Context: an optimization exercise on an open-source flow, tuned for small area, a short achievable clock period and few clock cycles per item. The choices shown serve that exercise and are no tape-out recipe.
Where RTL was checked, it was by simulation tests only, not by an equivalence proof against the original.
Power and IR drop assume default switching activity.

== 09-24 ==
==> flow/design.v <==
package sat_pkg;
    localparam int SEGMENTS   = 16;
    localparam int DATA_W     = 16;
    localparam int ID_W       = 8;
    localparam int SLOT_W     = 4;
    localparam logic [DATA_W-1:0] MAX_SEG_RESET = 16'd64;
    localparam logic [16:0] DIV_REGPOS = 17'b1_1111_1111_1111_1000;
    localparam logic [16:0] DIV_COPYPOS = 17'b0_1010_1010_1010_1000;
endpackage
module sat_div_step #(
    parameter int STEP = 0
) (
    input  logic [15:0] i_rem,
    input  logic [15:0] i_quo,
    input  logic [15:0] i_div,
    input  logic        i_hz,
    input  logic        i_load,
    input  logic        i_xbit,
    output logic [15:0] o_rem,
    output logic [15:0] o_quo
);
    localparam int W = STEP + 1;
    logic [W-1:0] t, d, g, p, gg, pp, bor;
    logic         ge;
    always_comb begin
        if (STEP == 0) t = i_quo[15];
        else           t = {i_rem[W-2:0], i_quo[15]};
        d = i_div[W-1:0];
        g = ~t & d;
        p = ~(t ^ d);
        gg = g;
        pp = p;
        for (int s = 1; s < W; s = s * 2) begin
            for (int i = W - 1; i >= s; i--) begin
                gg[i] = gg[i] | (pp[i] & gg[i-s]);
                pp[i] = pp[i] & pp[i-s];
            end
        end
        bor = '0;
        for (int i = 1; i < W; i++) bor[i] = gg[i-1];
        ge = i_hz && !gg[W-1] && !i_load;
        o_rem = '0;
        o_rem[W-1:0] = t ^ ({W{ge}} & (d ^ bor));
    end
    assign o_quo = {i_quo[14:0], i_load ? i_xbit : ge};
endmodule
module sat_match (
    input  logic [15:0]  i_key,
    input  logic [15:0]  i_live,
    input  logic [127:0] i_ids,
    output logic         o_hit,
    output logic [15:0]  o_sel
);
    logic [15:0] m;
    logic [15:0] below;
    always_comb begin
        for (int i = 0; i < 16; i++)
            m[i] = i_live[i] && (i_key[15:8] == 8'd0) && (i_key[7:0] == i_ids[i*8 +: 8]);
        below[0] = 1'b0;
        for (int i = 1; i < 16; i++) below[i] = below[i-1] | m[i-1];
        o_sel = m & ~below;
        o_hit = |m;
    end
endmodule
module segment_address_translation_core (
    input  logic                         i_clk,
    input  logic                         i_rst_n,
    input  logic                         i_cfg_valid,
    output logic                         o_cfg_ready,
    input  logic [sat_pkg::DATA_W-1:0]   i_cfg_data,
    input  logic                         i_valid,
    output logic                         o_ready,
    input  logic                         i_action,
    input  logic [sat_pkg::DATA_W-1:0]   i_logical_address,
    input  logic [sat_pkg::DATA_W-1:0]   i_byte_count,
    input  logic [sat_pkg::SLOT_W-1:0]   i_entry_slot,
    input  logic [sat_pkg::ID_W-1:0]     i_entry_id,
    input  logic [sat_pkg::DATA_W-1:0]   i_entry_base,
    input  logic [sat_pkg::DATA_W-1:0]   i_entry_size,
    input  logic                         i_entry_valid,
    output logic                         o_valid,
    input  logic                         i_ready,
    output logic [sat_pkg::DATA_W-1:0]   o_physical_address,
    output logic                         o_fault,
    output logic [sat_pkg::DATA_W-1:0]   o_segment_number,
    output logic [sat_pkg::DATA_W-1:0]   o_offset
);
    localparam logic [16:0] RP = sat_pkg::DIV_REGPOS;
    localparam logic [16:0] CP = sat_pkg::DIV_COPYPOS;
    logic        adv;
    logic        in_fire;
    logic        div_busy;
    logic [15:0] r_max_seg;
    logic [15:0] r_div;
    logic [16:1] r_hz;
    logic        r_dpend;
    logic        r_out_valid;
    logic [15:0] r_out_phys;
    logic        r_out_fault;
    logic [15:0] r_out_seg;
    logic [15:0] r_out_off;
    assign adv         = !r_out_valid || i_ready;
    assign o_ready     = adv && !r_dpend;
    assign o_cfg_ready = 1'b1;
    assign in_fire     = i_valid && o_ready;
    always_ff @(posedge i_clk) begin
        if (!i_rst_n) begin
            r_max_seg <= sat_pkg::MAX_SEG_RESET;
            r_div     <= sat_pkg::MAX_SEG_RESET;
            r_hz      <= hz_of(sat_pkg::MAX_SEG_RESET);
            r_dpend   <= 1'b0;
        end else if (i_cfg_valid) begin
            r_max_seg <= i_cfg_data;
            if (!div_busy && !in_fire) begin
                r_div   <= i_cfg_data;
                r_hz    <= hz_of(i_cfg_data);
                r_dpend <= 1'b0;
            end else begin
                r_dpend <= 1'b1;
            end
        end else if (r_dpend && !div_busy) begin
            r_div   <= r_max_seg;
            r_hz    <= hz_of(r_max_seg);
            r_dpend <= 1'b0;
        end
    end
    function automatic logic [16:1] hz_of(input logic [15:0] d);
        for (int k = 1; k <= 16; k++) hz_of[k] = ((d >> k) == 16'd0);
    endfunction
    logic [16:0]    nv, nld;
    logic [17*16-1:0] nR, nQ, nC;
    logic [17*13-1:0] nX;
    logic [16:0]    busy_at;
    logic [17*16-1:0] nD;
    for (genvar p = 0; p <= 16; p++) begin : g_node
        logic        sv, sld;
        logic [15:0] sR, sQ, sC;
        logic [12:0] sX;
        if (p == 0) begin : g_src_in
            assign sv  = in_fire;
            assign sld = !i_action;
            assign sR  = '0;
            assign sQ  = i_action ? i_logical_address : i_entry_base;
            assign sC  = i_action ? i_byte_count : i_entry_size;
            assign sX  = {i_entry_slot, i_entry_valid, i_entry_id};
        end else begin : g_src_step
            sat_div_step #(.STEP(p - 1)) u_step (
                .i_rem   (nR[(p-1)*16 +: 16]),
                .i_quo   (nQ[(p-1)*16 +: 16]),
                .i_div   (nD[(p-1)*16 +: 16]),
                .i_hz    (((CP & ((17'd1 << p) - 17'd1)) == 17'd0) ? r_hz[p]
                                                                   : (nD[(p-1)*16 +: 16] >> p == 16'd0)),
                .i_load  (nld[p-1]),
                .i_xbit  (nX[(p-1)*13 + 12]),
                .o_rem   (sR),
                .o_quo   (sQ)
            );
            assign sv  = nv[p-1];
            assign sld = nld[p-1];
            assign sC  = nC[(p-1)*16 +: 16];
            assign sX  = {nX[(p-1)*13 +: 12], 1'b0};
        end
        if (RP[p]) begin : g_reg
            logic        r_v, r_ld;
            logic [15:0] r_R, r_Q, r_C;
            logic [12:0] r_X;
            always_ff @(posedge i_clk) begin
                if (!i_rst_n)  r_v <= 1'b0;
                else if (adv)  r_v <= sv;
            end
            always_ff @(posedge i_clk) begin
                if (adv) begin
                    r_ld <= sld;
                    r_R  <= sR;
                    r_Q  <= sQ;
                    r_C  <= sC;
                    r_X  <= sX;
                end
            end
            assign nv[p]            = r_v;
            assign nld[p]           = r_ld;
            assign nR[p*16 +: 16]   = r_R;
            assign nQ[p*16 +: 16]   = r_Q;
            assign nC[p*16 +: 16]   = r_C;
            assign nX[p*13 +: 13]   = r_X;
            assign busy_at[p]       = (p < 16) && r_v && !r_ld;
        end else begin : g_wire
            assign nv[p]            = sv;
            assign nld[p]           = sld;
            assign nR[p*16 +: 16]   = sR;
            assign nQ[p*16 +: 16]   = sQ;
            assign nC[p*16 +: 16]   = sC;
            assign nX[p*13 +: 13]   = sX;
            assign busy_at[p]       = 1'b0;
        end
        if (CP[p]) begin : g_dcopy
            logic [15:0] r_dc;
            always_ff @(posedge i_clk) r_dc <= nD[(p-1)*16 +: 16];
            assign nD[p*16 +: 16] = r_dc;
        end else if (p == 0) begin : g_d0
            assign nD[p*16 +: 16] = r_div;
        end else begin : g_dn
            assign nD[p*16 +: 16] = nD[(p-1)*16 +: 16];
        end
    end
    assign div_busy = |busy_at;
    logic        m_v, m_ld;
    logic [15:0] m_q, m_r, m_c;
    logic [12:0] m_x;
    logic        m_hit;
    logic [15:0] m_sel;
    logic [16:0] m_sum;
    logic [15:0] m_size;
    assign m_v  = nv[16];
    assign m_ld = nld[16];
    assign m_q  = nQ[16*16 +: 16];
    assign m_r  = nR[16*16 +: 16];
    assign m_c  = nC[16*16 +: 16];
    assign m_x  = m_q[15:3];
    logic [15:0]  t_live;
    logic [127:0] t_ids;
    logic [15:0]  t_base [16];
    logic [15:0]  t_size [16];
    assign m_sum = {1'b0, m_r} + {1'b0, m_c};
    sat_match u_match (
        .i_key  (m_q),
        .i_live (t_live),
        .i_ids  (t_ids),
        .o_hit  (m_hit),
        .o_sel  (m_sel)
    );
    always_comb begin
        m_size = '0;
        for (int i = 0; i < 16; i++)
            m_size = m_size | ({16{m_sel[i]}} & t_size[i]);
    end
    logic        t_we;
    logic [3:0]  t_slot;
    assign t_we   = adv && m_v && m_ld;
    assign t_slot = m_x[12:9];
    always_ff @(posedge i_clk) begin
        if (!i_rst_n) begin
            t_live <= '0;
        end else if (t_we) begin
            t_live[t_slot] <= m_x[8];
        end
    end
    always_ff @(posedge i_clk) begin
        if (t_we) begin
            t_ids[t_slot*8 +: 8] <= m_x[7:0];
            t_base[t_slot]       <= m_r;
            t_size[t_slot]       <= m_c;
        end
    end
    logic        f_v, f_ld, f_hit;
    logic [15:0] f_sel;
    logic [15:0] f_q, f_r;
    logic [16:0] f_sum;
    logic [15:0] f_size;
    always_ff @(posedge i_clk) begin
        if (!i_rst_n)  f_v <= 1'b0;
        else if (adv)  f_v <= m_v;
    end
    always_ff @(posedge i_clk) begin
        if (adv) begin
            f_ld  <= m_ld;
            f_hit <= m_hit;
            f_sel <= m_sel;
            f_q   <= m_q;
            f_r   <= m_r;
            f_sum  <= m_sum;
            f_size <= m_size;
        end
    end
    logic [15:0] f_base;
    logic        f_fault;
    always_comb begin
        f_base = '0;
        for (int i = 0; i < 16; i++)
            f_base = f_base | ({16{f_sel[i]}} & t_base[i]);
    end
    assign f_fault = !f_hit || (f_sum > {1'b0, f_size});
    logic        g_v, g_ld, g_fault;
    logic [15:0] g_base, g_q, g_r;
    always_ff @(posedge i_clk) begin
        if (!i_rst_n)  g_v <= 1'b0;
        else if (adv)  g_v <= f_v;
    end
    always_ff @(posedge i_clk) begin
        if (adv) begin
            g_ld    <= f_ld;
            g_fault <= f_fault;
            g_base  <= f_base;
            g_q     <= f_ld ? '0 : f_q;
            g_r     <= f_ld ? '0 : f_r;
        end
    end
    always_ff @(posedge i_clk) begin
        if (!i_rst_n)  r_out_valid <= 1'b0;
        else if (adv)  r_out_valid <= g_v;
    end
    always_ff @(posedge i_clk) begin
        if (adv) begin
            r_out_phys  <= (g_ld || g_fault) ? '0 : (g_base + g_r);
            r_out_fault <= !g_ld && g_fault;
            r_out_seg   <= g_q;
            r_out_off   <= g_r;
        end
    end
    assign o_valid            = r_out_valid;
    assign o_physical_address = r_out_phys;
    assign o_fault            = r_out_fault;
    assign o_segment_number   = r_out_seg;
    assign o_offset           = r_out_off;
endmodule
clock: 5.0 ns
lec_check: 0
cap_margin: 20
core_margin: 2
core_utilization: 55
cts_buf_list: sky130_fd_sc_hd__clkbuf_4 sky130_fd_sc_hd__clkbuf_8
setup_slack_margin: 1.9
slew_margin: 20
run.sh (not shown) runs the stock make flow with config.mk's settings and CLKGATE_MAP_FILE= SYNTH_SCRIPT=/design/flow/synth_recipe.tcl, a recipe that flattens the netlist after the stock synthesis.
## Diff of input files: 11-12 against 09-24
-- flow/design.v --
<<< 09-24, line 6
    localparam logic [DATA_W-1:0] MAX_SEG_RESET = 16'd64;
    localparam logic [16:0] DIV_REGPOS = 17'b1_1111_1111_1111_1000;
    localparam logic [16:0] DIV_COPYPOS = 17'b0_1010_1010_1010_1000;
endpackage
module sat_div_step #(
>>> 11-12, line 6
    localparam logic [DATA_W-1:0] MAX_SEG_RESET = 16'd64;
    localparam logic [16:0] DIV_REGPOS = 17'b1_1111_1111_1111_1000;
    localparam logic [16:0] DIV_COPYPOS = 17'b0_0001_0010_0100_1000;
endpackage
module sat_div_step #(
<<< 09-24, line 211
    logic [15:0] m_sel;
    logic [16:0] m_sum;
    logic [15:0] m_size;
    assign m_v  = nv[16];
    assign m_ld = nld[16];
>>> 11-12, line 211
    logic [15:0] m_sel;
    logic [16:0] m_sum;
    assign m_v  = nv[16];
    assign m_ld = nld[16];
<<< 09-24, line 230
        .o_sel  (m_sel)
    );
    always_comb begin
        m_size = '0;
        for (int i = 0; i < 16; i++)
            m_size = m_size | ({16{m_sel[i]}} & t_size[i]);
    end
    logic        t_we;
    logic [3:0]  t_slot;
>>> 11-12, line 229
        .o_sel  (m_sel)
    );
    logic        t_we;
    logic [3:0]  t_slot;
<<< 09-24, line 257
    logic [15:0] f_q, f_r;
    logic [16:0] f_sum;
    logic [15:0] f_size;
    always_ff @(posedge i_clk) begin
        if (!i_rst_n)  f_v <= 1'b0;
>>> 11-12, line 251
    logic [15:0] f_q, f_r;
    logic [16:0] f_sum;
    always_ff @(posedge i_clk) begin
        if (!i_rst_n)  f_v <= 1'b0;
<<< 09-24, line 270
            f_r   <= m_r;
            f_sum  <= m_sum;
            f_size <= m_size;
        end
    end
    logic [15:0] f_base;
    logic        f_fault;
    always_comb begin
        f_base = '0;
        for (int i = 0; i < 16; i++)
            f_base = f_base | ({16{f_sel[i]}} & t_base[i]);
    end
    assign f_fault = !f_hit || (f_sum > {1'b0, f_size});
    logic        g_v, g_ld, g_fault;
    logic [15:0] g_base, g_q, g_r;
    always_ff @(posedge i_clk) begin
        if (!i_rst_n)  g_v <= 1'b0;
>>> 11-12, line 263
            f_r   <= m_r;
            f_sum  <= m_sum;
        end
    end
    logic [15:0] f_base, f_size;
    always_comb begin
        f_base = '0;
        f_size = '0;
        for (int i = 0; i < 16; i++) begin
            f_base = f_base | ({16{f_sel[i]}} & t_base[i]);
            f_size = f_size | ({16{f_sel[i]}} & t_size[i]);
        end
    end
    logic        g_v, g_ld, g_hit;
    logic [15:0] g_base, g_size, g_q, g_r;
    logic [16:0] g_sum;
    always_ff @(posedge i_clk) begin
        if (!i_rst_n)  g_v <= 1'b0;
<<< 09-24, line 289
    always_ff @(posedge i_clk) begin
        if (adv) begin
            g_ld    <= f_ld;
            g_fault <= f_fault;
            g_base  <= f_base;
            g_q     <= f_ld ? '0 : f_q;
            g_r     <= f_ld ? '0 : f_r;
        end
    end
    always_ff @(posedge i_clk) begin
        if (!i_rst_n)  r_out_valid <= 1'b0;
>>> 11-12, line 283
    always_ff @(posedge i_clk) begin
        if (adv) begin
            g_ld   <= f_ld;
            g_hit  <= f_hit;
            g_base <= f_base;
            g_size <= f_size;
            g_sum  <= f_sum;
            g_q    <= f_ld ? '0 : f_q;
            g_r    <= f_ld ? '0 : f_r;
        end
    end
    logic g_fault;
    assign g_fault = !g_hit || (g_sum > {1'b0, g_size});
    always_ff @(posedge i_clk) begin
        if (!i_rst_n)  r_out_valid <= 1'b0;
## What came out
Compared with 09-24, in 11-12 register-to-register slack now sits higher; die area now sits lower; final design instance area without fill now sits lower; total area of multi-input combinational cells now sits lower. Delta(post-synthesis instance area, 11-12 - 09-24) < 0. Taking 09-24 as the reference point, the data arrival time of the critical path of 11-12 falls by 550 ps. Relative to 09-24, design internal power has decreased by 350 uW in 11-12. 11-12 did not stop at any stage, and its layout met the timing, design-rule and antenna checks.
Testbench counts of 11-12, summed over its fixed seeds: cycles 4,936, items 4,800.
Only the layout flow was run in 09-24; the RTL was not checked for function there.

## separate check: timing with driven ports
The flow's constraints put no driver on any port. The routed layouts listed below were extracted and timed again, unchanged, in two steps. Step 1, drivers: a clkbuf_16 drives i_clk and a buf_2 each remaining input, both assumed. Step 2 adds t to the input delays and takes it off the output delays; t is the mean of the earliest and latest rising clock arrival at the registers after step 1. Input paths then give back, and output paths get back, about the clock's delay inside the block. Slacks: ideal / step 1 / step 2; pairs: ideal / step 1.
| run | t, ns | setup slack, ns | hold WS [ns] | pins driven straight from the clock port |
|---|---|---|---|---|
| 09-24 | 1.002 | 1.508 / 1.508 / 1.046 | 0.329 / 0.329 / 0.329 | 1 |
| 11-12 | 1.012 | 1.943 / 1.943 / 1.051 | 0.316 / 0.316 / 0.316 | 1 |
After both steps setup and hold are still met in every run listed. For 11-12, which loses most, drivers alone change the setup slack by 0.000 ns; drivers and shift together by -0.892 ns.
